This design comes from an exercise in tuning for small area, a short achievable clock period and few clock cycles per item on the open sky130 flow, not from production work.
Function was checked by simulation only, so behaviour that the tests miss may differ from the original.
Power is estimated from default activity; no workload was simulated.

==> flow/design.v <==
`timescale 1ns/1ps
`default_nettype none
module fu_controller #(
	parameter int MAC_STAGES = 2
) (
	input  logic                  clk,
	input  logic                  rst_n,
	input  logic                  start,
	input  logic [5-1:0] num_steps,
	input  logic                  maxpool_mode,
	input  logic                  in_valid,
	output logic                  beat,        
	output logic                  clr,         
	output logic                  copy_q,      
	output logic                  rd_valid_q,  
	output logic                  rd_emit_q,   
	output logic                  rd_vmax_q,   
	output logic                  rd_pool_q,   
	output logic                  rd_last_q,   
	output logic                  busy
);
	localparam int FIN = MAC_STAGES;
	logic                  busy_q;
	logic                  loading_q;
	logic [5-1:0] rem_q;
	logic                  last1_q;
	logic                  mode_q;
	logic [FIN-1:0]        lpipe_q;    
	logic [FIN-1:0]        mpipe_q;    
	logic                  pend_q;
	logic                  pmode_q;
	logic [2:0]            cnt_q;
	logic                  cpool_q;
	logic [3:0]            free_q;
	logic                  flush_q;
	logic                  take;
	logic                  is_last;
	logic                  loading_d;
	logic                  fin;
	logic                  pending;
	logic                  pmode;
	logic                  pend_d;
	logic [2:0]            cnt_d;
	logic                  n_pending;
	logic                  n_pmode;
	logic [3:0]            free_d;
	logic [3:0]            free_dec;
	logic [3:0]            free_job;
	logic                  pool_n;
	logic                  busy_d;
	assign take    = start && !busy_q;
	assign beat    = rst_n && loading_q && in_valid;
	assign is_last = beat && last1_q;
	assign loading_d = take || (loading_q && !is_last);
	assign fin     = lpipe_q[FIN-1];
	assign pending = fin || pend_q;
	assign pmode   = fin ? mpipe_q[FIN-1] : pmode_q;
	assign pend_d  = pending && !copy_q;
	assign cnt_d   = copy_q ? 3'd4 : ((cnt_q != 3'd0) ? cnt_q - 3'd1 : 3'd0);
	assign pool_n  = copy_q ? cpool_q : rd_pool_q;
	if (FIN > 1) begin : g_next
		assign n_pending = lpipe_q[FIN-2] || pend_d;
		assign n_pmode   = lpipe_q[FIN-2] ? mpipe_q[FIN-2] : pmode;
	end else begin : g_next_now
		assign n_pending = is_last || pend_d;
		assign n_pmode   = is_last ? mode_q : pmode;
	end
	assign free_dec = (free_q != 4'd0) ? free_q - 4'd1 : 4'd0;
	assign free_job = ((free_q > 4'(FIN)) ? free_q : 4'(FIN)) + 4'd3;
	assign free_d   = is_last ? free_job : free_dec;
	assign busy_d   = loading_d || (is_last ? (free_job > 4'(FIN + 4)) : (free_dec > 4'(FIN + 4)));
	always_ff @(posedge clk) begin
		if (!rst_n) begin
			busy_q     <= 1'b0;
			loading_q  <= 1'b0;
			lpipe_q    <= '0;
			pend_q     <= 1'b0;
			cnt_q      <= 3'd0;
			copy_q     <= 1'b0;
			rd_valid_q <= 1'b0;
			rd_emit_q  <= 1'b0;
			rd_vmax_q  <= 1'b0;
			rd_last_q  <= 1'b0;
			free_q     <= 4'd0;
		end else begin
			busy_q     <= busy_d;
			loading_q  <= loading_d;
			lpipe_q    <= FIN'({lpipe_q, is_last});
			pend_q     <= pend_d;
			cnt_q      <= cnt_d;
			copy_q     <= n_pending && (cnt_d <= 3'd1);
			rd_valid_q <= (cnt_d != 3'd0);
			rd_emit_q  <= (cnt_d != 3'd0) && (!pool_n || cnt_d[0]);
			rd_vmax_q  <= (cnt_d != 3'd0) && pool_n && !cnt_d[0];
			rd_last_q  <= (cnt_d == 3'd1);
			free_q     <= free_d;
		end
	end
	always_ff @(posedge clk) begin
		flush_q <= !rst_n;
	end
	always_ff @(posedge clk) begin
		if (take) begin
			rem_q   <= num_steps;
			last1_q <= (num_steps == 5'(1));
			mode_q  <= maxpool_mode;
		end else if (beat) begin
			rem_q   <= rem_q - 1'b1;
			last1_q <= (rem_q == 5'(2));
		end
		mpipe_q <= FIN'({mpipe_q, mode_q});
		pmode_q <= pmode;
		cpool_q <= n_pmode;
		rd_pool_q <= pool_n;
	end
	assign clr     = copy_q || !rst_n || flush_q;
	assign busy    = busy_q;
endmodule
`default_nettype wire
`timescale 1ns/1ps
`default_nettype none
module skew_fifo_array (
	input  logic                                        clk,
	input  logic                                        beat,
	input  logic [4*16-1:0] ifm_data,
	input  logic [4*16-1:0] wgt_data,
	output logic [4*16-1:0] ifm_q,
	output logic [4*16-1:0] ifm3_q,
	output logic [4*8-1:0]              s1_q,
	output logic [4*8-1:0]              s2_q,
	output logic [4*8-1:0]              s3_q
);
	localparam int N = 4;
	localparam int W = 16;
	logic [N*W-1:0] lanes;
	assign lanes = ifm_data;
	always_ff @(posedge clk) begin
		ifm_q <= lanes;
	end
	for (genvar r = 0; r < N; r++) begin : g_row
		logic [W-1:0] a;
		assign a = lanes[r*W +: W];
		always_ff @(posedge clk) begin
			ifm3_q[r*W +: W] <= a + {a[W-2:0], 1'b0};
		end
	end
	for (genvar c = 0; c < N; c++) begin : g_lane
		for (genvar j = 0; j < 8; j++) begin : g_digit
			logic [1:0] d;
			assign d = wgt_data[c*W + 2*j +: 2];
			always_ff @(posedge clk) begin
				s1_q[c*8+j] <= beat && (d == 2'd1);
				s2_q[c*8+j] <= beat && (d == 2'd2);
				s3_q[c*8+j] <= beat && (d == 2'd3);
			end
		end
	end
endmodule
`default_nettype wire
`timescale 1ns/1ps
`default_nettype none
module fa_cell (
	input  logic a,
	input  logic b,
	input  logic c,
	output logic s,
	output logic co
);
	assign s  = a ^ b ^ c;
	assign co = (a & b) | (a & c) | (b & c);
endmodule
module ha_cell (
	input  logic a,
	input  logic b,
	output logic s,
	output logic co
);
	assign s  = a ^ b;
	assign co = a & b;
endmodule
module mac_pe (
	input  logic        clk,
	input  logic        clr,
	input  logic [15:0] a,
	input  logic [15:0] t,
	input  logic [7:0]  d1,
	input  logic [7:0]  d2,
	input  logic [7:0]  d3,
	output logic [15:0] sum
);
	logic p0, p1, p2, p3, p4, p5, p6, p7, p8, p9, p10, p11, p12, p13, p14, p15, p16, p17, p18, p19, p20, p21, p22, p23, p24, p25, p26, p27, p28, p29, p30, p31, p32, p33, p34, p35, p36, p37, p38, p39, p40, p41, p42, p43, p44, p45, p46, p47, p48, p49, p50, p51, p52, p53, p54, p55, p56, p57, p58, p59, p60, p61, p62, p63, p64, p65, p66, p67, p68, p69, p70, p71, p72, p73, p74, p75, p76, p77, p78, p79, p80, p81, p82, p83, p84, p85, p86, p87, p88, p89, p90, p91, p92, p93, p94, p95, p96, p97, p98, p99, p100, p101, p102, p103, p104, p105, p106, p107, p108, p109, p110, p111, p112, p113, p114, p115, p116, p117, p118, p119, p120, p121, p122, p123, p124, p125, p126, p127, p128, p129, p130, p131, p132, p133, p134, p135, p136, p137, p138;
	logic q0, q1, q2, q3, q4, q5, q6, q7, q8, q9, q10, q11, q12, q13, q14, q15, q16, q17, q18, q19, q20, q21, q22, q23, q24, q25, q26, q27, q28, q29, q30, q31, q32, q33, q34, q35, q36, q37;
	logic [15:0] m0, m0_q;
	logic [15:0] m1, m1_q;
	logic [15:0] m2, m2_q;
	logic [15:0] s0, s1, acc;
	assign p0 = (d1[0] & a[0]) | (d3[0] & t[0]);
	assign p1 = (d1[0] & a[1]) | (d2[0] & a[0]) | (d3[0] & t[1]);
	assign p2 = (d1[0] & a[2]) | (d2[0] & a[1]) | (d3[0] & t[2]);
	assign p3 = (d1[0] & a[3]) | (d2[0] & a[2]) | (d3[0] & t[3]);
	assign p4 = (d1[0] & a[4]) | (d2[0] & a[3]) | (d3[0] & t[4]);
	assign p5 = (d1[0] & a[5]) | (d2[0] & a[4]) | (d3[0] & t[5]);
	assign p6 = (d1[0] & a[6]) | (d2[0] & a[5]) | (d3[0] & t[6]);
	assign p7 = (d1[0] & a[7]) | (d2[0] & a[6]) | (d3[0] & t[7]);
	assign p8 = (d1[0] & a[8]) | (d2[0] & a[7]) | (d3[0] & t[8]);
	assign p9 = (d1[0] & a[9]) | (d2[0] & a[8]) | (d3[0] & t[9]);
	assign p10 = (d1[0] & a[10]) | (d2[0] & a[9]) | (d3[0] & t[10]);
	assign p11 = (d1[0] & a[11]) | (d2[0] & a[10]) | (d3[0] & t[11]);
	assign p12 = (d1[0] & a[12]) | (d2[0] & a[11]) | (d3[0] & t[12]);
	assign p13 = (d1[0] & a[13]) | (d2[0] & a[12]) | (d3[0] & t[13]);
	assign p14 = (d1[0] & a[14]) | (d2[0] & a[13]) | (d3[0] & t[14]);
	assign p15 = (d1[0] & a[15]) | (d2[0] & a[14]) | (d3[0] & t[15]);
	assign p16 = (d1[1] & a[0]) | (d3[1] & t[0]);
	assign p17 = (d1[1] & a[1]) | (d2[1] & a[0]) | (d3[1] & t[1]);
	assign p18 = (d1[1] & a[2]) | (d2[1] & a[1]) | (d3[1] & t[2]);
	assign p19 = (d1[1] & a[3]) | (d2[1] & a[2]) | (d3[1] & t[3]);
	assign p20 = (d1[1] & a[4]) | (d2[1] & a[3]) | (d3[1] & t[4]);
	assign p21 = (d1[1] & a[5]) | (d2[1] & a[4]) | (d3[1] & t[5]);
	assign p22 = (d1[1] & a[6]) | (d2[1] & a[5]) | (d3[1] & t[6]);
	assign p23 = (d1[1] & a[7]) | (d2[1] & a[6]) | (d3[1] & t[7]);
	assign p24 = (d1[1] & a[8]) | (d2[1] & a[7]) | (d3[1] & t[8]);
	assign p25 = (d1[1] & a[9]) | (d2[1] & a[8]) | (d3[1] & t[9]);
	assign p26 = (d1[1] & a[10]) | (d2[1] & a[9]) | (d3[1] & t[10]);
	assign p27 = (d1[1] & a[11]) | (d2[1] & a[10]) | (d3[1] & t[11]);
	assign p28 = (d1[1] & a[12]) | (d2[1] & a[11]) | (d3[1] & t[12]);
	assign p29 = (d1[1] & a[13]) | (d2[1] & a[12]) | (d3[1] & t[13]);
	assign p30 = (d1[2] & a[0]) | (d3[2] & t[0]);
	assign p31 = (d1[2] & a[1]) | (d2[2] & a[0]) | (d3[2] & t[1]);
	assign p32 = (d1[2] & a[2]) | (d2[2] & a[1]) | (d3[2] & t[2]);
	assign p33 = (d1[2] & a[3]) | (d2[2] & a[2]) | (d3[2] & t[3]);
	assign p34 = (d1[2] & a[4]) | (d2[2] & a[3]) | (d3[2] & t[4]);
	assign p35 = (d1[2] & a[5]) | (d2[2] & a[4]) | (d3[2] & t[5]);
	assign p36 = (d1[2] & a[6]) | (d2[2] & a[5]) | (d3[2] & t[6]);
	assign p37 = (d1[2] & a[7]) | (d2[2] & a[6]) | (d3[2] & t[7]);
	assign p38 = (d1[2] & a[8]) | (d2[2] & a[7]) | (d3[2] & t[8]);
	assign p39 = (d1[2] & a[9]) | (d2[2] & a[8]) | (d3[2] & t[9]);
	assign p40 = (d1[2] & a[10]) | (d2[2] & a[9]) | (d3[2] & t[10]);
	assign p41 = (d1[2] & a[11]) | (d2[2] & a[10]) | (d3[2] & t[11]);
	assign p42 = (d1[3] & a[0]) | (d3[3] & t[0]);
	assign p43 = (d1[3] & a[1]) | (d2[3] & a[0]) | (d3[3] & t[1]);
	assign p44 = (d1[3] & a[2]) | (d2[3] & a[1]) | (d3[3] & t[2]);
	assign p45 = (d1[3] & a[3]) | (d2[3] & a[2]) | (d3[3] & t[3]);
	assign p46 = (d1[3] & a[4]) | (d2[3] & a[3]) | (d3[3] & t[4]);
	assign p47 = (d1[3] & a[5]) | (d2[3] & a[4]) | (d3[3] & t[5]);
	assign p48 = (d1[3] & a[6]) | (d2[3] & a[5]) | (d3[3] & t[6]);
	assign p49 = (d1[3] & a[7]) | (d2[3] & a[6]) | (d3[3] & t[7]);
	assign p50 = (d1[3] & a[8]) | (d2[3] & a[7]) | (d3[3] & t[8]);
	assign p51 = (d1[3] & a[9]) | (d2[3] & a[8]) | (d3[3] & t[9]);
	assign p52 = (d1[4] & a[0]) | (d3[4] & t[0]);
	assign p53 = (d1[4] & a[1]) | (d2[4] & a[0]) | (d3[4] & t[1]);
	assign p54 = (d1[4] & a[2]) | (d2[4] & a[1]) | (d3[4] & t[2]);
	assign p55 = (d1[4] & a[3]) | (d2[4] & a[2]) | (d3[4] & t[3]);
	assign p56 = (d1[4] & a[4]) | (d2[4] & a[3]) | (d3[4] & t[4]);
	assign p57 = (d1[4] & a[5]) | (d2[4] & a[4]) | (d3[4] & t[5]);
	assign p58 = (d1[4] & a[6]) | (d2[4] & a[5]) | (d3[4] & t[6]);
	assign p59 = (d1[4] & a[7]) | (d2[4] & a[6]) | (d3[4] & t[7]);
	assign p60 = (d1[5] & a[0]) | (d3[5] & t[0]);
	assign p61 = (d1[5] & a[1]) | (d2[5] & a[0]) | (d3[5] & t[1]);
	assign p62 = (d1[5] & a[2]) | (d2[5] & a[1]) | (d3[5] & t[2]);
	assign p63 = (d1[5] & a[3]) | (d2[5] & a[2]) | (d3[5] & t[3]);
	assign p64 = (d1[5] & a[4]) | (d2[5] & a[3]) | (d3[5] & t[4]);
	assign p65 = (d1[5] & a[5]) | (d2[5] & a[4]) | (d3[5] & t[5]);
	assign p66 = (d1[6] & a[0]) | (d3[6] & t[0]);
	assign p67 = (d1[6] & a[1]) | (d2[6] & a[0]) | (d3[6] & t[1]);
	assign p68 = (d1[6] & a[2]) | (d2[6] & a[1]) | (d3[6] & t[2]);
	assign p69 = (d1[6] & a[3]) | (d2[6] & a[2]) | (d3[6] & t[3]);
	assign p70 = (d1[7] & a[0]) | (d3[7] & t[0]);
	assign p71 = (d1[7] & a[1]) | (d2[7] & a[0]) | (d3[7] & t[1]);
	assign p72 = p4 ^ p18;
	assign p73 = p4 & p18;
	assign p74 = p5 ^ p19 ^ p31;
	assign p75 = (p5 & p19) | (p5 & p31) | (p19 & p31);
	assign p76 = p6 ^ p20 ^ p32;
	assign p77 = (p6 & p20) | (p6 & p32) | (p20 & p32);
	assign p78 = p42 ^ p75;
	assign p79 = p42 & p75;
	assign p80 = p7 ^ p21 ^ p33;
	assign p81 = (p7 & p21) | (p7 & p33) | (p21 & p33);
	assign p82 = p43 ^ p77 ^ p80;
	assign p83 = (p43 & p77) | (p43 & p80) | (p77 & p80);
	assign p84 = p8 ^ p22 ^ p34;
	assign p85 = (p8 & p22) | (p8 & p34) | (p22 & p34);
	assign p86 = p44 ^ p52 ^ p81;
	assign p87 = (p44 & p52) | (p44 & p81) | (p52 & p81);
	assign p88 = p84 ^ p83;
	assign p89 = p84 & p83;
	assign p90 = p9 ^ p23 ^ p35;
	assign p91 = (p9 & p23) | (p9 & p35) | (p23 & p35);
	assign p92 = p45 ^ p53 ^ p85;
	assign p93 = (p45 & p53) | (p45 & p85) | (p53 & p85);
	assign p94 = p90 ^ p87 ^ p92;
	assign p95 = (p90 & p87) | (p90 & p92) | (p87 & p92);
	assign p96 = p10 ^ p24 ^ p36;
	assign p97 = (p10 & p24) | (p10 & p36) | (p24 & p36);
	assign p98 = p46 ^ p54 ^ p60;
	assign p99 = (p46 & p54) | (p46 & p60) | (p54 & p60);
	assign p100 = p91 ^ p96 ^ p98;
	assign p101 = (p91 & p96) | (p91 & p98) | (p96 & p98);
	assign p102 = p11 ^ p25 ^ p37;
	assign p103 = (p11 & p25) | (p11 & p37) | (p25 & p37);
	assign p104 = p47 ^ p55 ^ p61;
	assign p105 = (p47 & p55) | (p47 & p61) | (p55 & p61);
	assign p106 = p97 ^ p99 ^ p102;
	assign p107 = (p97 & p99) | (p97 & p102) | (p99 & p102);
	assign p108 = p12 ^ p26 ^ p38;
	assign p109 = (p12 & p26) | (p12 & p38) | (p26 & p38);
	assign p110 = p48 ^ p56 ^ p62;
	assign p111 = (p48 & p56) | (p48 & p62) | (p56 & p62);
	assign p112 = p66 ^ p103 ^ p105;
	assign p113 = (p66 & p103) | (p66 & p105) | (p103 & p105);
	assign p114 = p108 ^ p110;
	assign p115 = p108 & p110;
	assign p116 = p13 ^ p27 ^ p39;
	assign p117 = (p13 & p27) | (p13 & p39) | (p27 & p39);
	assign p118 = p49 ^ p57 ^ p63;
	assign p119 = (p49 & p57) | (p49 & p63) | (p57 & p63);
	assign p120 = p67 ^ p109 ^ p111;
	assign p121 = (p67 & p109) | (p67 & p111) | (p109 & p111);
	assign p122 = p116 ^ p118 ^ p115;
	assign p123 = (p116 & p118) | (p116 & p115) | (p118 & p115);
	assign p124 = p14 ^ p28 ^ p40;
	assign p125 = (p14 & p28) | (p14 & p40) | (p28 & p40);
	assign p126 = p50 ^ p58 ^ p64;
	assign p127 = (p50 & p58) | (p50 & p64) | (p58 & p64);
	assign p128 = p68 ^ p70 ^ p117;
	assign p129 = (p68 & p70) | (p68 & p117) | (p70 & p117);
	assign p130 = p119 ^ p124 ^ p126;
	assign p131 = (p119 & p124) | (p119 & p126) | (p124 & p126);
	assign p132 = p121 ^ p128;
	assign p133 = p121 & p128;
	assign p134 = p15 ^ p29 ^ p41;
	assign p135 = p51 ^ p59 ^ p65;
	assign p136 = p69 ^ p71 ^ p125;
	assign p137 = p127 ^ p134 ^ p135;
	assign p138 = p129 ^ p131 ^ p136;
	assign m0 = {p137, p130, p113, p107, p104, p93, p89, p86, p79, p76, p73, p30, p3, p2, p1, p0};
	assign m1 = {p133, p123, p120, p112, p101, p95, p94, p88, p82, p78, p74, p72, p17, p16, 1'b0, 1'b0};
	assign m2 = {p138, p132, p122, p114, p106, p100, 1'b0, 1'b0, 1'b0, 1'b0, 1'b0, 1'b0, 1'b0, 1'b0, 1'b0, 1'b0};
	always_ff @(posedge clk) begin
		m0_q <= m0;
		m1_q <= m1;
		m2_q <= m2;
	end
	assign q0 = m0_q[10] ^ m1_q[10];
	assign q1 = m0_q[10] & m1_q[10];
	assign q2 = m0_q[11] ^ m1_q[11] ^ m2_q[11];
	assign q3 = (m0_q[11] & m1_q[11]) | (m0_q[11] & m2_q[11]) | (m1_q[11] & m2_q[11]);
	assign q4 = m0_q[12] ^ m1_q[12] ^ m2_q[12];
	assign q5 = (m0_q[12] & m1_q[12]) | (m0_q[12] & m2_q[12]) | (m1_q[12] & m2_q[12]);
	assign q6 = m0_q[13] ^ m1_q[13] ^ m2_q[13];
	assign q7 = (m0_q[13] & m1_q[13]) | (m0_q[13] & m2_q[13]) | (m1_q[13] & m2_q[13]);
	assign q8 = m0_q[14] ^ m1_q[14] ^ m2_q[14];
	assign q9 = (m0_q[14] & m1_q[14]) | (m0_q[14] & m2_q[14]) | (m1_q[14] & m2_q[14]);
	assign q10 = m0_q[15] ^ m1_q[15] ^ m2_q[15];
	assign q11 = m0_q[2] ^ m1_q[2];
	assign q12 = m0_q[2] & m1_q[2];
	assign q13 = m0_q[3] ^ m1_q[3] ^ acc[3];
	assign q14 = (m0_q[3] & m1_q[3]) | (m0_q[3] & acc[3]) | (m1_q[3] & acc[3]);
	assign q15 = m0_q[4] ^ m1_q[4] ^ acc[4];
	assign q16 = (m0_q[4] & m1_q[4]) | (m0_q[4] & acc[4]) | (m1_q[4] & acc[4]);
	assign q17 = m0_q[5] ^ m1_q[5] ^ acc[5];
	assign q18 = (m0_q[5] & m1_q[5]) | (m0_q[5] & acc[5]) | (m1_q[5] & acc[5]);
	assign q19 = m0_q[6] ^ m1_q[6] ^ acc[6];
	assign q20 = (m0_q[6] & m1_q[6]) | (m0_q[6] & acc[6]) | (m1_q[6] & acc[6]);
	assign q21 = m0_q[7] ^ m1_q[7] ^ acc[7];
	assign q22 = (m0_q[7] & m1_q[7]) | (m0_q[7] & acc[7]) | (m1_q[7] & acc[7]);
	assign q23 = m0_q[8] ^ m1_q[8] ^ acc[8];
	assign q24 = (m0_q[8] & m1_q[8]) | (m0_q[8] & acc[8]) | (m1_q[8] & acc[8]);
	assign q25 = m0_q[9] ^ m1_q[9] ^ acc[9];
	assign q26 = (m0_q[9] & m1_q[9]) | (m0_q[9] & acc[9]) | (m1_q[9] & acc[9]);
	assign q27 = m2_q[10] ^ acc[10] ^ q0;
	assign q28 = (m2_q[10] & acc[10]) | (m2_q[10] & q0) | (acc[10] & q0);
	assign q29 = acc[11] ^ q1 ^ q2;
	assign q30 = (acc[11] & q1) | (acc[11] & q2) | (q1 & q2);
	assign q31 = acc[12] ^ q3 ^ q4;
	assign q32 = (acc[12] & q3) | (acc[12] & q4) | (q3 & q4);
	assign q33 = acc[13] ^ q5 ^ q6;
	assign q34 = (acc[13] & q5) | (acc[13] & q6) | (q5 & q6);
	assign q35 = acc[14] ^ q7 ^ q8;
	assign q36 = (acc[14] & q7) | (acc[14] & q8) | (q7 & q8);
	assign q37 = acc[15] ^ q9 ^ q10;
	assign s0 = {q36, q34, q32, q30, q28, q26, q24, q22, q20, q18, q16, q14, q12, q11, m0_q[1], m0_q[0]};
	assign s1 = {q37, q35, q33, q31, q29, q27, q25, q23, q21, q19, q17, q15, q13, acc[2], acc[1], acc[0]};
	assign sum = s0 + s1;
	always_ff @(posedge clk) begin
		acc <= clr ? '0 : sum;
	end
endmodule
module pe_array (
	input  logic                                               clk,
	input  logic                                               clr,
	input  logic [4*16-1:0]        ifm_in,
	input  logic [4*16-1:0]        ifm3_in,
	input  logic [4*8-1:0]                     s1,
	input  logic [4*8-1:0]                     s2,
	input  logic [4*8-1:0]                     s3,
	output logic [4*4*16-1:0] sum
);
	localparam int N = 4;
	localparam int W = 16;
	for (genvar r = 0; r < N; r++) begin : g_row
		for (genvar c = 0; c < N; c++) begin : g_col
			mac_pe pe (
				.clk   ( clk                     ),
				.clr   ( clr                     ),
				.a     ( ifm_in[r*W +: W]        ),
				.t     ( ifm3_in[r*W +: W]       ),
				.d1    ( s1[c*8 +: 8]            ),
				.d2    ( s2[c*8 +: 8]            ),
				.d3    ( s3[c*8 +: 8]            ),
				.sum   ( sum[(r*N+c)*W +: W]     )
			);
		end
	end
endmodule
`default_nettype wire
`timescale 1ns/1ps
`default_nettype none
module ofm_output_stage (
	input  logic                                                          clk,
	input  logic                                                          rst_n,
	input  logic                                                          copy,
	input  logic [4*4*16-1:0] acc,
	input  logic                                                          rd_valid,
	input  logic                                                          rd_emit,
	input  logic                                                          rd_vmax,
	input  logic                                                          rd_pool,
	input  logic                                                          rd_last,
	output logic                                                          ofm_valid,
	output logic                                                          done,
	output logic [4*16-1:0]                   ofm_data
);
	localparam int N = 4;
	localparam int W = 16;
	localparam int R = N * W;
	logic [R-1:0] sh0, sh1, sh2, sh3;
	logic [R-1:0] vmax;
	logic [R-1:0] sel;
	for (genvar c = 0; c < N; c++) begin : g_vert
		assign vmax[c*W +: W] = ($signed(sh0[c*W +: W]) >= $signed(sh1[c*W +: W]))
			? sh0[c*W +: W] : sh1[c*W +: W];
	end
	always_ff @(posedge clk) begin
		sh0 <= copy ? acc[0*R +: R] : (rd_vmax ? vmax : sh1);
		sh1 <= copy ? acc[1*R +: R] : sh2;
		sh2 <= copy ? acc[2*R +: R] : sh3;
		sh3 <= acc[3*R +: R];
	end
	for (genvar j = 0; j < N; j++) begin : g_lane
		logic [W-1:0] row;
		assign row = sh0[j*W +: W];
		if (j < N / 2) begin : g_pool
			logic [W-1:0] m;
			assign m = ($signed(sh0[2*j*W +: W]) >= $signed(sh0[(2*j+1)*W +: W]))
				? sh0[2*j*W +: W] : sh0[(2*j+1)*W +: W];
			assign sel[j*W +: W] = rd_pool ? (m[W-1] ? '0 : m) : (row[W-1] ? '0 : row);
		end else begin : g_plain
			assign sel[j*W +: W] = (rd_pool || row[W-1]) ? '0 : row;
		end
	end
	always_ff @(posedge clk) begin
		if (!rst_n) begin
			ofm_valid <= 1'b0;
			done      <= 1'b0;
		end else begin
			ofm_valid <= rd_emit;
			done      <= rd_valid && rd_last;
		end
	end
	always_ff @(posedge clk) begin
		ofm_data <= sel;
	end
endmodule
`default_nettype wire
`timescale 1ns/1ps
`default_nettype none
module functional_unit (
	input  logic                                        clk,
	input  logic                                        rst_n,
	input  logic                                        start,
	input  logic [5-1:0]                       num_steps,
	input  logic                                        maxpool_mode,
	input  logic                                        in_valid,
	input  logic [4*16-1:0] ifm_data,
	input  logic [4*16-1:0] wgt_data,
	output logic                                        done,
	output logic                                        busy,
	output logic                                        ofm_valid,
	output logic [4*16-1:0] ofm_data
);
	localparam int N = 4;
	localparam int W = 16;
	logic [N*W-1:0]   ifm_q;
	logic [N*W-1:0]   ifm3_q;
	logic [N*8-1:0]   s1_q;
	logic [N*8-1:0]   s2_q;
	logic [N*8-1:0]   s3_q;
	logic [N*N*W-1:0] sum;
	logic             beat;
	logic             clr;
	logic             copy_q;
	logic             rd_valid_q;
	logic             rd_emit_q;
	logic             rd_vmax_q;
	logic             rd_pool_q;
	logic             rd_last_q;
	fu_controller control (
		.clk          ( clk          ),
		.rst_n        ( rst_n        ),
		.start        ( start        ),
		.num_steps    ( num_steps    ),
		.maxpool_mode ( maxpool_mode ),
		.in_valid     ( in_valid     ),
		.beat         ( beat         ),
		.clr          ( clr          ),
		.copy_q       ( copy_q       ),
		.rd_valid_q   ( rd_valid_q   ),
		.rd_emit_q    ( rd_emit_q    ),
		.rd_vmax_q    ( rd_vmax_q    ),
		.rd_pool_q    ( rd_pool_q    ),
		.rd_last_q    ( rd_last_q    ),
		.busy         ( busy         )
	);
	skew_fifo_array operands (
		.clk      ( clk      ),
		.beat     ( beat     ),
		.ifm_data ( ifm_data ),
		.wgt_data ( wgt_data ),
		.ifm_q    ( ifm_q    ),
		.ifm3_q   ( ifm3_q   ),
		.s1_q     ( s1_q     ),
		.s2_q     ( s2_q     ),
		.s3_q     ( s3_q     )
	);
	pe_array pe_grid (
		.clk    ( clk     ),
		.clr    ( clr     ),
		.ifm_in  ( ifm_q   ),
		.ifm3_in ( ifm3_q  ),
		.s1      ( s1_q    ),
		.s2      ( s2_q    ),
		.s3      ( s3_q    ),
		.sum    ( sum     )
	);
	ofm_output_stage ofm_stage (
		.clk       ( clk        ),
		.rst_n     ( rst_n      ),
		.copy      ( copy_q     ),
		.acc       ( sum        ),
		.rd_valid  ( rd_valid_q ),
		.rd_emit   ( rd_emit_q  ),
		.rd_vmax   ( rd_vmax_q  ),
		.rd_pool   ( rd_pool_q  ),
		.rd_last   ( rd_last_q  ),
		.ofm_valid ( ofm_valid  ),
		.done      ( done       ),
		.ofm_data  ( ofm_data   )
	);
endmodule
`default_nettype wire
==> flow/run.sh <==
#!/bin/bash
# synth_recipe.tcl (not shown) runs the flow's synth.tcl, then flattens the netlist and writes it again
# the make line also repeats each setting of config.mk as NAME=value (left out here)
make -C /OpenROAD-flow-scripts/flow DESIGN_CONFIG=/design/flow/config.mk WORK_HOME=/design/flow/orfs CLKGATE_MAP_FILE= SYNTH_SCRIPT=/design/flow/synth_recipe.tcl finish
==> flow/config.mk <==
export PLATFORM = sky130hd
export DESIGN_NAME = functional_unit
export DESIGN_NICKNAME = functional_unit
export VERILOG_FILES = /design/flow/design.v
export SDC_FILE = /design/flow/constraint.sdc
export NUM_CORES = 4
export LEC_CHECK = 0
export ABC_AREA = 1
export CAP_MARGIN = 20
export CORE_MARGIN = 2
export CORE_UTILIZATION = 40
export CTS_CLUSTER_DIAMETER = 80
export CTS_CLUSTER_SIZE = 24
export SETUP_SLACK_MARGIN = 5
export SLEW_MARGIN = 20
==> flow/constraint.sdc <==
create_clock -name core_clock -period 8.0 [get_ports {clk}]
set_input_delay 1.6000 -clock core_clock [delete_from_list [all_inputs] [get_ports {clk}]]
set_output_delay 1.6000 -clock core_clock [all_outputs]
set_load 0.01 [all_outputs]
==> results of run 1 <==
-- power groups by stage --
stage                     Clock, W  Sequential, W  Combinational (W)
after global placement           0        0.00848            0.00440
after detailed placement         0        0.00849            0.00445
final                      0.00611        0.00838            0.00483
after global routing       0.00645        0.00839            0.00518
after CTS                  0.00619        0.00832            0.00446
after floorplan                  0        0.00807            0.00283
-- layer usage --
layer | GRT usage, % | part of all wire (%)
met2 | 42.7 | 39
met5 | 0.315 | 0.019
met4 | 14.5 | 5.8
met1 | 41.7 | 40
met3 | 11.4 | 14
-- per-stage QoR --
stage	utilization (%)	cell area [um^2]	worst slack, ns	instances	total power [W]
floorplan	-	89500	4.97	11293	0.0109
global placement	42.2	93700	3.75	13880	0.0129
detailed placement	42.2	93700	3.67	13880	0.0129
CTS	44.0	97800	4.96	14082	0.0190
global route	44.5	99000	4.87	14101	0.0200
finish	44.5	99000	4.95	14114	0.0193
-- layout make-up --
cell class / instances / area [um^2]
Inverter: 1311 / 4930
Timing Repair Buffer: 392 / 3690
Multi-Input combinational cell: 7822 / 53800
Antenna cell: 14 / 35.0
Clock inverter: 85 / 1170
Fill cell: 21899 / 123000
Clock buffer: 113 / 2750
Tap cell: 2975 / 3720
Sequential cell: 1402 / 29000
-- logic make-up after synthesis --
group	after synthesis	share of synthesized area, %
xor+xnor	446	4.37
simple gates	4587	21.2
compound gates	1583	10.9
fa+ha+maj	1201	22.6
flops	1402	32.2
buf+inv	2069	8.76
other cells	1	0.00419
mux	1	0.0126
-- critical path, stage by stage (launching register included) --
cell	delay, ns
dfxtp_2	0.61
buf_8	0.45
a22o_1	0.23
a21oi_1	0.08
fa_1	0.44
inv_1	0.08
fa_1	0.43
fa_1	0.48
-- synth_stat cells, drive strengths merged, types with 23 or more instances --
| master | count | share of area [%] |
|---|---|---|
| nand2 | 2871 | 12 |
| nand3 | 846 | 4.8 |
| a22o | 400 | 3.9 |
| buf | 185 | 0.85 |
| nand4 | 73 | 0.54 |
| nand3b | 38 | 0.32 |
| edfxtp | 71 | 2.4 |
| or2 | 27 | 0.19 |
| o21ai | 354 | 2.0 |
| fa | 692 | 15 |
| nor2 | 583 | 2.5 |
| dfxtp | 1331 | 30 |
| clkbuf | 573 | 2.4 |
| a21oi | 701 | 3.9 |
| ha | 509 | 7.1 |
| xor2 | 228 | 2.2 |
| xnor2 | 218 | 2.1 |
| o21bai | 46 | 0.39 |
| nor3 | 143 | 0.80 |
| a211oi | 23 | 0.19 |
| inv | 1310 | 5.5 |
-- state kept, by name, indices dropped and copies added, names as in the netlist, 3 cells and up --
name,flops
control.cnt_q,3
control.free_q,4
control.rem_q,5
ofm_stage.ofm_data,62
ofm_stage.sh0,64
ofm_stage.sh1,64
ofm_stage.sh2,64
ofm_stage.sh3,64
operands.ifm3_q,64
operands.ifm_q,60
operands.s1_q,32
operands.s2_q,32
operands.s3_q,32
pe_grid.g_row.g_col.pe.acc,256
pe_grid.g_row.g_col.pe.m0_q,256
pe_grid.g_row.g_col.pe.m1_q,224
pe_grid.g_row.g_col.pe.m2_q,96
-- cell usage in the layout (no fill, tap or decap), types with 69 or more instances in the layout --
| master | instances |
|---|---|
| nand2_1 | 2844 |
| inv_1 | 1286 |
| dfxtp_1 | 1234 |
| nand3_1 | 837 |
| a21oi_1 | 687 |
| fa_1 | 679 |
| nor2_1 | 575 |
| ha_1 | 491 |
| a22o_1 | 400 |
| o21ai_0 | 306 |
| xor2_1 | 220 |
| xnor2_1 | 216 |
| clkdlybuf4s50_1 | 135 |
| buf_4 | 135 |
| nor3_1 | 117 |
| clkbuf_16 | 110 |
| edfxtp_1 | 71 |
| nand4_1 | 69 |
| dfxtp_2 | 69 |
-- path summary, 6_finish.rpt --
path / to / startpoint / cells past startpoint
min: control.mpipe_q[1] / control.mpipe_q[0] / 0
max reg2reg: pe_grid.g_row[2].g_col[2].pe.m1_q[9] / operands.s1_q[16] / 7
min reg2reg: control.mpipe_q[1] / control.mpipe_q[0] / 0
max: pe_grid.g_row[2].g_col[2].pe.m1_q[9] / operands.s1_q[16] / 7
-- what timing repair did --
action                     in CTS  in global routing
cloned                          0                  1
setup buffers                   4                 17
hold buffers                    0                  0
pin swaps                      15                 72
setup endpoints to repair     286                302
gates resized for setup       307                256
==> notes.md, run 1 <==
Req. time, crit path=8.65 ns; Final TNS setup=0 ns; Sequential Power Share=43.4%; largest net degree at the start of global routing=135; post-route antenna net violation count=0; Clock transition at path regs=0.09 ns; row cnt=173; via count=81365; Slew Limit Fails=0; Setup Skew=0.0732 ns; Psw=0.00743 W; Die W=477 um; fin nets=12374; Mapped Area=89400 um^2; vias per cell=5.76; final global-route overflow total=0; Synth Area per Inst=7.92 um^2; total global-route track usage=30.7%; cells after synthesis=11290; Setup Viol. Count Final=0; Max FO, Critical Path=49; Leak=46.0 nW; CP Capture Type=flip-flop; global-route wire length before repair=524000 um; Netlist cell types=43; Clock Tree Root=clkbuf_16; H-tree lvl count=3; CTS buffer count=106; Worst Hold Class=flip-flop to flip-flop; DR WL/cell=25.8 um; HPWL after detailed placement=235000 um; Startpoint Class=flip-flop; worst vdd ir=0.000188 V; Area Overhead vs Synth=10.7%; Clk pwr share=31.6%; Min Hold Slack=0.365 ns; period utilization=38.1%; Int Power=0.0119 W; synth warn=4; clock buffer depth=3; Die H=477 um; die area=227000 um^2; outcome=timing/DRC/antenna clean; sequential area share after synthesis=32.2%; Core ar.=222000 um^2; max-cap violations=0; Top FF cell, synth=dfxtp_1; Post-synth EDFFs=71; crit path DAT=3.70 ns; asr flop ratio synth=0%; Cell Pwr Density=195 nW/um^2; Final Hold Vio Count=0; residual DRC count=0; clock sink count=1402; minimum clock period after layout=3.05 ns; initial antenna violation count=18; worst reg2reg setup slack=4.95 ns; power share of the combinational group=25.0%; Fmax=328 MHz; Starting Density=40.2%; CTS tree=built; Worst Max-Slew Pin Slew=1.27 ns; RSZ-0062 raised after global routing=true; Yosys reg bits=1402; Clk Latency, worst-skew pair=0.83 ns; vias in the first global route=79132; num ports=205; relative slew slack=15.5%; Switching Share=38.5%; drt pass-1 iters=10; initial DRC count=11537; GPL Wtd Cong=0.913; layout cells sized above 1=6.89%; IO Port Bufs=202; CP Class=flip-flop to flip-flop; total wire length=365000 um
Testbench counts, summed over its fixed seeds: cycles 3,202, jobs 320.
==> run 2, diff against run 1 <==
--- a/flow/design.v
+++ b/flow/design.v
@@ -188,8 +188,8 @@
 	input  logic [7:0]  d3,
 	output logic [15:0] sum
 );
-	logic p0, p1, p2, p3, p4, p5, p6, p7, p8, p9, p10, p11, p12, p13, p14, p15, p16, p17, p18, p19, p20, p21, p22, p23, p24, p25, p26, p27, p28, p29, p30, p31, p32, p33, p34, p35, p36, p37, p38, p39, p40, p41, p42, p43, p44, p45, p46, p47, p48, p49, p50, p51, p52, p53, p54, p55, p56, p57, p58, p59, p60, p61, p62, p63, p64, p65, p66, p67, p68, p69, p70, p71, p72, p73, p74, p75, p76, p77, p78, p79, p80, p81, p82, p83, p84, p85, p86, p87, p88, p89, p90, p91, p92, p93, p94, p95, p96, p97, p98, p99, p100, p101, p102, p103, p104, p105, p106, p107, p108, p109, p110, p111, p112, p113, p114, p115, p116, p117, p118, p119, p120, p121, p122, p123, p124, p125, p126, p127, p128, p129, p130, p131, p132, p133, p134, p135, p136, p137, p138;
-	logic q0, q1, q2, q3, q4, q5, q6, q7, q8, q9, q10, q11, q12, q13, q14, q15, q16, q17, q18, q19, q20, q21, q22, q23, q24, q25, q26, q27, q28, q29, q30, q31, q32, q33, q34, q35, q36, q37;
+	logic p0, p1, p2, p3, p4, p5, p6, p7, p8, p9, p10, p11, p12, p13, p14, p15, p16, p17, p18, p19, p20, p21, p22, p23, p24, p25, p26, p27, p28, p29, p30, p31, p32, p33, p34, p35, p36, p37, p38, p39, p40, p41, p42, p43, p44, p45, p46, p47, p48, p49, p50, p51, p52, p53, p54, p55, p56, p57, p58, p59, p60, p61, p62, p63, p64, p65, p66, p67, p68, p69, p70, p71, p72, p73, p74, p75, p76, p77, p78, p79, p80, p81, p82, p83, p84, p85, p86, p87, p88, p89, p90, p91, p92, p93, p94, p95, p96, p97, p98, p99, p100, p101, p102, p103, p104, p105, p106, p107, p108, p109, p110, p111, p112, p113, p114, p115, p116, p117, p118, p119, p120, p121, p122, p123, p124, p125, p126, p127, p128, p129, p130, p131, p132, p133, p134, p135, p136, p137, p138, p139, p140, p141, p142;
+	logic q0, q1, q2, q3, q4, q5, q6, q7, q8, q9, q10, q11, q12, q13, q14, q15, q16, q17, q18, q19, q20, q21, q22, q23, q24, q25, q26, q27, q28, q29, q30, q31, q32, q33;
 	logic [15:0] m0, m0_q;
 	logic [15:0] m1, m1_q;
 	logic [15:0] m2, m2_q;
@@ -296,91 +296,91 @@
 	assign p99 = (p46 & p54) | (p46 & p60) | (p54 & p60);
 	assign p100 = p91 ^ p96 ^ p98;
 	assign p101 = (p91 & p96) | (p91 & p98) | (p96 & p98);
-	assign p102 = p11 ^ p25 ^ p37;
-	assign p103 = (p11 & p25) | (p11 & p37) | (p25 & p37);
-	assign p104 = p47 ^ p55 ^ p61;
-	assign p105 = (p47 & p55) | (p47 & p61) | (p55 & p61);
-	assign p106 = p97 ^ p99 ^ p102;
-	assign p107 = (p97 & p99) | (p97 & p102) | (p99 & p102);
-	assign p108 = p12 ^ p26 ^ p38;
-	assign p109 = (p12 & p26) | (p12 & p38) | (p26 & p38);
-	assign p110 = p48 ^ p56 ^ p62;
-	assign p111 = (p48 & p56) | (p48 & p62) | (p56 & p62);
-	assign p112 = p66 ^ p103 ^ p105;
-	assign p113 = (p66 & p103) | (p66 & p105) | (p103 & p105);
-	assign p114 = p108 ^ p110;
-	assign p115 = p108 & p110;
-	assign p116 = p13 ^ p27 ^ p39;
-	assign p117 = (p13 & p27) | (p13 & p39) | (p27 & p39);
-	assign p118 = p49 ^ p57 ^ p63;
-	assign p119 = (p49 & p57) | (p49 & p63) | (p57 & p63);
-	assign p120 = p67 ^ p109 ^ p111;
-	assign p121 = (p67 & p109) | (p67 & p111) | (p109 & p111);
-	assign p122 = p116 ^ p118 ^ p115;
-	assign p123 = (p116 & p118) | (p116 & p115) | (p118 & p115);
-	assign p124 = p14 ^ p28 ^ p40;
-	assign p125 = (p14 & p28) | (p14 & p40) | (p28 & p40);
-	assign p126 = p50 ^ p58 ^ p64;
-	assign p127 = (p50 & p58) | (p50 & p64) | (p58 & p64);
-	assign p128 = p68 ^ p70 ^ p117;
-	assign p129 = (p68 & p70) | (p68 & p117) | (p70 & p117);
-	assign p130 = p119 ^ p124 ^ p126;
-	assign p131 = (p119 & p124) | (p119 & p126) | (p124 & p126);
-	assign p132 = p121 ^ p128;
-	assign p133 = p121 & p128;
-	assign p134 = p15 ^ p29 ^ p41;
-	assign p135 = p51 ^ p59 ^ p65;
-	assign p136 = p69 ^ p71 ^ p125;
-	assign p137 = p127 ^ p134 ^ p135;
-	assign p138 = p129 ^ p131 ^ p136;
-	assign m0 = {p137, p130, p113, p107, p104, p93, p89, p86, p79, p76, p73, p30, p3, p2, p1, p0};
-	assign m1 = {p133, p123, p120, p112, p101, p95, p94, p88, p82, p78, p74, p72, p17, p16, 1'b0, 1'b0};
-	assign m2 = {p138, p132, p122, p114, p106, p100, 1'b0, 1'b0, 1'b0, 1'b0, 1'b0, 1'b0, 1'b0, 1'b0, 1'b0, 1'b0};
+	assign p102 = p93 ^ p100;
+	assign p103 = p93 & p100;
+	assign p104 = p11 ^ p25 ^ p37;
+	assign p105 = (p11 & p25) | (p11 & p37) | (p25 & p37);
+	assign p106 = p47 ^ p55 ^ p61;
+	assign p107 = (p47 & p55) | (p47 & p61) | (p55 & p61);
+	assign p108 = p97 ^ p99 ^ p104;
+	assign p109 = (p97 & p99) | (p97 & p104) | (p99 & p104);
+	assign p110 = p106 ^ p101 ^ p108;
+	assign p111 = (p106 & p101) | (p106 & p108) | (p101 & p108);
+	assign p112 = p12 ^ p26 ^ p38;
+	assign p113 = (p12 & p26) | (p12 & p38) | (p26 & p38);
+	assign p114 = p48 ^ p56 ^ p62;
+	assign p115 = (p48 & p56) | (p48 & p62) | (p56 & p62);
+	assign p116 = p66 ^ p105 ^ p107;
+	assign p117 = (p66 & p105) | (p66 & p107) | (p105 & p107);
+	assign p118 = p112 ^ p114 ^ p109;
+	assign p119 = (p112 & p114) | (p112 & p109) | (p114 & p109);
+	assign p120 = p13 ^ p27 ^ p39;
+	assign p121 = (p13 & p27) | (p13 & p39) | (p27 & p39);
+	assign p122 = p49 ^ p57 ^ p63;
+	assign p123 = (p49 & p57) | (p49 & p63) | (p57 & p63);
+	assign p124 = p67 ^ p113 ^ p115;
+	assign p125 = (p67 & p113) | (p67 & p115) | (p113 & p115);
+	assign p126 = p120 ^ p122 ^ p117;
+	assign p127 = (p120 & p122) | (p120 & p117) | (p122 & p117);
+	assign p128 = p14 ^ p28 ^ p40;
+	assign p129 = (p14 & p28) | (p14 & p40) | (p28 & p40);
+	assign p130 = p50 ^ p58 ^ p64;
+	assign p131 = (p50 & p58) | (p50 & p64) | (p58 & p64);
+	assign p132 = p68 ^ p70 ^ p121;
+	assign p133 = (p68 & p70) | (p68 & p121) | (p70 & p121);
+	assign p134 = p123 ^ p128 ^ p130;
+	assign p135 = (p123 & p128) | (p123 & p130) | (p128 & p130);
+	assign p136 = p125 ^ p132;
+	assign p137 = p125 & p132;
+	assign p138 = p15 ^ p29 ^ p41;
+	assign p139 = p51 ^ p59 ^ p65;
+	assign p140 = p69 ^ p71 ^ p129;
+	assign p141 = p131 ^ p138 ^ p139;
+	assign p142 = p133 ^ p135 ^ p140;
+	assign m0 = {p141, p134, p124, p116, p103, p95, p89, p86, p79, p76, p73, p30, p3, p2, p1, p0};
+	assign m1 = {p137, p127, p119, p111, p110, p102, p94, p88, p82, p78, p74, p72, p17, p16, 1'b0, 1'b0};
+	assign m2 = {p142, p136, p126, p118, 1'b0, 1'b0, 1'b0, 1'b0, 1'b0, 1'b0, 1'b0, 1'b0, 1'b0, 1'b0, 1'b0, 1'b0};
 	always_ff @(posedge clk) begin
 		m0_q <= m0;
 		m1_q <= m1;
 		m2_q <= m2;
 	end
-	assign q0 = m0_q[10] ^ m1_q[10];
-	assign q1 = m0_q[10] & m1_q[10];
-	assign q2 = m0_q[11] ^ m1_q[11] ^ m2_q[11];
-	assign q3 = (m0_q[11] & m1_q[11]) | (m0_q[11] & m2_q[11]) | (m1_q[11] & m2_q[11]);
-	assign q4 = m0_q[12] ^ m1_q[12] ^ m2_q[12];
-	assign q5 = (m0_q[12] & m1_q[12]) | (m0_q[12] & m2_q[12]) | (m1_q[12] & m2_q[12]);
-	assign q6 = m0_q[13] ^ m1_q[13] ^ m2_q[13];
-	assign q7 = (m0_q[13] & m1_q[13]) | (m0_q[13] & m2_q[13]) | (m1_q[13] & m2_q[13]);
-	assign q8 = m0_q[14] ^ m1_q[14] ^ m2_q[14];
-	assign q9 = (m0_q[14] & m1_q[14]) | (m0_q[14] & m2_q[14]) | (m1_q[14] & m2_q[14]);
-	assign q10 = m0_q[15] ^ m1_q[15] ^ m2_q[15];
-	assign q11 = m0_q[2] ^ m1_q[2];
-	assign q12 = m0_q[2] & m1_q[2];
-	assign q13 = m0_q[3] ^ m1_q[3] ^ acc[3];
-	assign q14 = (m0_q[3] & m1_q[3]) | (m0_q[3] & acc[3]) | (m1_q[3] & acc[3]);
-	assign q15 = m0_q[4] ^ m1_q[4] ^ acc[4];
-	assign q16 = (m0_q[4] & m1_q[4]) | (m0_q[4] & acc[4]) | (m1_q[4] & acc[4]);
-	assign q17 = m0_q[5] ^ m1_q[5] ^ acc[5];
-	assign q18 = (m0_q[5] & m1_q[5]) | (m0_q[5] & acc[5]) | (m1_q[5] & acc[5]);
-	assign q19 = m0_q[6] ^ m1_q[6] ^ acc[6];
-	assign q20 = (m0_q[6] & m1_q[6]) | (m0_q[6] & acc[6]) | (m1_q[6] & acc[6]);
-	assign q21 = m0_q[7] ^ m1_q[7] ^ acc[7];
-	assign q22 = (m0_q[7] & m1_q[7]) | (m0_q[7] & acc[7]) | (m1_q[7] & acc[7]);
-	assign q23 = m0_q[8] ^ m1_q[8] ^ acc[8];
-	assign q24 = (m0_q[8] & m1_q[8]) | (m0_q[8] & acc[8]) | (m1_q[8] & acc[8]);
-	assign q25 = m0_q[9] ^ m1_q[9] ^ acc[9];
-	assign q26 = (m0_q[9] & m1_q[9]) | (m0_q[9] & acc[9]) | (m1_q[9] & acc[9]);
-	assign q27 = m2_q[10] ^ acc[10] ^ q0;
-	assign q28 = (m2_q[10] & acc[10]) | (m2_q[10] & q0) | (acc[10] & q0);
-	assign q29 = acc[11] ^ q1 ^ q2;
-	assign q30 = (acc[11] & q1) | (acc[11] & q2) | (q1 & q2);
-	assign q31 = acc[12] ^ q3 ^ q4;
-	assign q32 = (acc[12] & q3) | (acc[12] & q4) | (q3 & q4);
-	assign q33 = acc[13] ^ q5 ^ q6;
-	assign q34 = (acc[13] & q5) | (acc[13] & q6) | (q5 & q6);
-	assign q35 = acc[14] ^ q7 ^ q8;
-	assign q36 = (acc[14] & q7) | (acc[14] & q8) | (q7 & q8);
-	assign q37 = acc[15] ^ q9 ^ q10;
-	assign s0 = {q36, q34, q32, q30, q28, q26, q24, q22, q20, q18, q16, q14, q12, q11, m0_q[1], m0_q[0]};
-	assign s1 = {q37, q35, q33, q31, q29, q27, q25, q23, q21, q19, q17, q15, q13, acc[2], acc[1], acc[0]};
+	assign q0 = m0_q[12] ^ m1_q[12];
+	assign q1 = m0_q[12] & m1_q[12];
+	assign q2 = m0_q[13] ^ m1_q[13] ^ m2_q[13];
+	assign q3 = (m0_q[13] & m1_q[13]) | (m0_q[13] & m2_q[13]) | (m1_q[13] & m2_q[13]);
+	assign q4 = m0_q[14] ^ m1_q[14] ^ m2_q[14];
+	assign q5 = (m0_q[14] & m1_q[14]) | (m0_q[14] & m2_q[14]) | (m1_q[14] & m2_q[14]);
+	assign q6 = m0_q[15] ^ m1_q[15] ^ m2_q[15];
+	assign q7 = m0_q[2] ^ m1_q[2];
+	assign q8 = m0_q[2] & m1_q[2];
+	assign q9 = m0_q[3] ^ m1_q[3] ^ acc[3];
+	assign q10 = (m0_q[3] & m1_q[3]) | (m0_q[3] & acc[3]) | (m1_q[3] & acc[3]);
+	assign q11 = m0_q[4] ^ m1_q[4] ^ acc[4];
+	assign q12 = (m0_q[4] & m1_q[4]) | (m0_q[4] & acc[4]) | (m1_q[4] & acc[4]);
+	assign q13 = m0_q[5] ^ m1_q[5] ^ acc[5];
+	assign q14 = (m0_q[5] & m1_q[5]) | (m0_q[5] & acc[5]) | (m1_q[5] & acc[5]);
+	assign q15 = m0_q[6] ^ m1_q[6] ^ acc[6];
+	assign q16 = (m0_q[6] & m1_q[6]) | (m0_q[6] & acc[6]) | (m1_q[6] & acc[6]);
+	assign q17 = m0_q[7] ^ m1_q[7] ^ acc[7];
+	assign q18 = (m0_q[7] & m1_q[7]) | (m0_q[7] & acc[7]) | (m1_q[7] & acc[7]);
+	assign q19 = m0_q[8] ^ m1_q[8] ^ acc[8];
+	assign q20 = (m0_q[8] & m1_q[8]) | (m0_q[8] & acc[8]) | (m1_q[8] & acc[8]);
+	assign q21 = m0_q[9] ^ m1_q[9] ^ acc[9];
+	assign q22 = (m0_q[9] & m1_q[9]) | (m0_q[9] & acc[9]) | (m1_q[9] & acc[9]);
+	assign q23 = m0_q[10] ^ m1_q[10] ^ acc[10];
+	assign q24 = (m0_q[10] & m1_q[10]) | (m0_q[10] & acc[10]) | (m1_q[10] & acc[10]);
+	assign q25 = m0_q[11] ^ m1_q[11] ^ acc[11];
+	assign q26 = (m0_q[11] & m1_q[11]) | (m0_q[11] & acc[11]) | (m1_q[11] & acc[11]);
+	assign q27 = m2_q[12] ^ acc[12] ^ q0;
+	assign q28 = (m2_q[12] & acc[12]) | (m2_q[12] & q0) | (acc[12] & q0);
+	assign q29 = acc[13] ^ q1 ^ q2;
+	assign q30 = (acc[13] & q1) | (acc[13] & q2) | (q1 & q2);
+	assign q31 = acc[14] ^ q3 ^ q4;
+	assign q32 = (acc[14] & q3) | (acc[14] & q4) | (q3 & q4);
+	assign q33 = acc[15] ^ q5 ^ q6;
+	assign s0 = {q32, q30, q28, q26, q24, q22, q20, q18, q16, q14, q12, q10, q8, q7, m0_q[1], m0_q[0]};
+	assign s1 = {q33, q31, q29, q27, q25, q23, q21, q19, q17, q15, q13, q11, q9, acc[2], acc[1], acc[0]};
 	assign sum = s0 + s1;
 	always_ff @(posedge clk) begin
 		acc <= clr ? '0 : sum;
==> notes.md, run 2 <==
outcome=timing/DRC/antenna clean; hold_buf cts=0 (unchanged); DR WL/cell=26.8 um (+3.6%); Area Overhead vs Synth=10.2%; worst reg2reg setup slack=4.80 ns (-0.16 ns); Die W=474 um (-0.67%); CP Class=flip-flop to flip-flop; max-cap violations=0 (unchanged); final global-route overflow total=0 (unchanged); Setup Viol. Count Final=0 (unchanged); met2 usage=44.6% (+1.9 points); Netlist cell types=49 (+14%); total power draw=0.0190 W (-1.4%); Fmax=312 MHz (-4.9%); Slew Limit Fails=0 (unchanged); HPWL after detailed placement=237000 um (+0.51%); Cell Pwr Density=196 nW/um^2 (+0.39%); Top FF cell, synth=dfxtp_1; Final Hold Vio Count=0 (unchanged); vias per cell=5.89 (+2.2%); relative slew slack=16.6% (+1.1 points); crit path DAT=3.86 ns (+0.16 ns); row cnt=172 (-0.58%); most common cell in the netlist=nand2_1; layout cells sized above 1=6.18% (-0.70 points); Yosys reg bits=1370 (-2.3%); fin nets=12094 (-2.3%); Startpoint Class=flip-flop; via count=80869 (-0.61%); commonest non-fill, non-tap cell in the layout=nand2_1; Setup Skew=0.0694 ns (-0.00381 ns); RSZ-0062 raised after global routing=true; top cell type's share of synthesized area=29.5% (-0.32 points); vias in the first global route=79007 (-0.16%); final core occ=44.3% (-0.24 points); sequential area share after synthesis=31.9% (-0.29 points); Synth area leader=dfxtp_1; Area contributors post-synth=dfxtp_1, fa_1, nand2_1; Leak=45.1 nW (-1.9%); R2R cell count=4 (-3); Final TNS setup=0 ns (unchanged); clock buffer depth=3 (unchanged); H-tree lvl count=3 (unchanged); worst vdd ir=0.000175 V (-7.3%); global routing's busiest layer=met2; most frequent cells in the layout=nand2_1, dfxtp_1, inv_1; synth cell count leaders=nand2_1, dfxtp_1, inv_1; CTS buffer count=100 (-5.7%); largest net degree at the start of global routing=113 (-16%); Hold Path Sink=control.mpipe_q[1]; Synth Area per Inst=8.01 um^2 (+1.1%); total global-route track usage=31.7% (+0.99 points); IO Port Bufs=202 (unchanged); Starting Density=40.2% (about the same); grt met1 use=42.4% (+0.66 points); initial DRC count=11086 (-3.9%); RR Endpoint=pe_grid.g_row[3].g_col[0].pe.m2_q[13]; residual DRC count=0 (unchanged); Die H=474 um (-0.67%); num ports=205 (unchanged); minimum clock period after layout=3.20 ns (+0.156 ns); Clock transition at path regs=0.10 ns (about the same); Mapped Area=88200 um^2 (-1.3%); GPL Wtd Cong=0.955 (+4.6%); Worst Max-Slew Pin Slew=1.25 ns (-0.0146 ns); global-route wire length before repair=528000 um (+0.72%); M3 GR Usage=12.0% (+0.65 points); Crit-path slowest cell=nor2_1; total wire length=367000 um (+0.75%); Crit path largest cell delay=1.09 ns (+0.48 ns); Hold Startpoint=control.mpipe_q[0]; worst hold stages=0 (unchanged); Clock Tree Root=clkbuf_16; Post-synth EDFFs=71 (unchanged); period utilization=40.0% (+1.9 points); post-route antenna net violation count=0 (unchanged); FF-to-FF Start=operands.s3_q[6]; CP Capture Type=flip-flop; clock sink count=1370 (-2.3%); Regs by FF count=pe_grid.g_row.g_col.pe.acc (256), pe_grid.g_row.g_col.pe.m0_q (256), pe_grid.g_row.g_col.pe.m1_q (224); Clk Latency, worst-skew pair=0.84 ns (about the same); CTS tree=built; Core ar.=220000 um^2 (-1.3%); Max FO, Critical Path=13 (-73%); initial antenna violation count=23 (+5); die area=224000 um^2 (-1.3%); Req. time, crit path=8.66 ns (about the same); cell chain of the critical path=nor2_1, nor2_1, fa_1, fa_1; drt pass-1 iters=10 (unchanged); synth warn=4 (unchanged); Worst Hold Class=flip-flop to flip-flop; cells after synthesis=11017 (-2.4%); asr flop ratio synth=0% (unchanged)
## run 2: final cells by class
type | instances | area (um^2)
clock buffer | 115 | 2710
clock inverter | 70 | 1100
multi-input combinational | 7734 | 53200
timing repair inverter | 1 | 8.76
fill | 21482 | 122000
sequential | 1370 | 28400
timing repair buffer | 391 | 3830
antenna | 14 | 35.0
inverter | 1157 | 4370
tap | 2871 | 3590
## run 2: kinds of logic after synthesis
kind of cell	Yosys count	share of synthesized area (%)
fa+ha+maj	1201	22.9
xor+xnor	447	4.44
flops	1370	31.9
compound gates	1689	11.9
simple gates	4392	20.6
other cells	1	0.00425
mux	1	0.0128
buf+inv	1916	8.23
## run 2: power by group
part	internal (W)	total, W	switching, W
clock network	0.00283	0.00602	0.00318
logic	0.00137	0.00466	0.00329
registers	0.00751	0.00837	0.000865
total	0.0117	0.0190	0.00734
## run 2: layer usage
layer	wire, um	part of all wire (%)
met1	147000	40
met2	145000	40
met3	52700	14
met4	22400	6.1
met5	503	0.14
## run 2: stage by stage
step                      instance area (um^2)  setup WS (ns)  hold slack (ns)  std cells
final                                    97300           4.80            0.353      13723
after detailed placement                 92400           3.57            0.334      13504
after global placement                   92400           3.68            0.330      13504
after CTS                                96500           5.00            0.354      13695
after floorplan                          88300           4.97            0.323      11020
after global routing                     97200           4.96            0.361      13710
## run 2: what timing repair did
| action | in CTS | in global routing |
|---|---|---|
| pin swaps | 5 | 10 |
| resized for setup | 324 | 119 |
| setup buffers | 4 | 14 |
| endpoints found under the setup margin | 374 | 216 |
| cloned | 2 | 0 |
## run 2: worst max path at each step
stage                                                from                                     to  slack, ns  cells past startpoint
global placement                                    rst_n   pe_grid.g_row[3].g_col[0].pe.acc[13]       3.68                      7
detailed placement                                  rst_n   pe_grid.g_row[2].g_col[0].pe.acc[15]       3.57                      7
CTS                                        control.copy_q                      ofm_stage.sh1[22]       5.00                      4
global route        pe_grid.g_row[0].g_col[2].pe.m0_q[12]                      ofm_stage.sh0[47]       4.96                     15
finish                                   operands.s3_q[6]  pe_grid.g_row[3].g_col[0].pe.m2_q[13]       4.80                      4
floorplan                                    ifm_data[16]                    operands.ifm3_q[29]       4.97                     11
## run 2: worst max-delay path: cells and delay by family, from the launching register on
| family | cells | cell delay (ns) |
|---|---|---|
| AND/OR/NAND/NOR | 2 | 1.36 |
| adder cells (fa/ha/maj) | 2 | 0.98 |
| flip-flops | 1 | 0.67 |
Testbench counts of run 2, summed over its fixed seeds: cycles 3,202, jobs 320.

[port drivers added, routing unchanged]
The results above use ideal ports. As a check the final layouts listed here were re-extracted and re-timed, cells and wires unchanged.
Step 1 assumes that a clkbuf_16 drives the clock port and a buf_2 every other input.
Step 2, shift: input delay + t, output delay - t, t = (earliest + latest rising clock arrival at the registers) / 2. This alone moves slack from input paths to output paths.
a / b / c = ideal / step 1 / step 2; a / b = the first two.
run | shift t [ns] | setup slack, ns | worst setup path after step 2 | latest minus earliest clock arrival (ns)
run 1 | 0.892 | 4.954 / 4.954 / 4.324 | input to register | 0.078 / 0.078
run 2 | 0.901 | 4.799 / 4.799 / 4.296 | input to register | 0.076 / 0.075
After both steps every run listed still meets setup and hold. The setup slack of run 1, which loses most, moves by 0.000 ns with the drivers and by -0.630 ns with both steps.
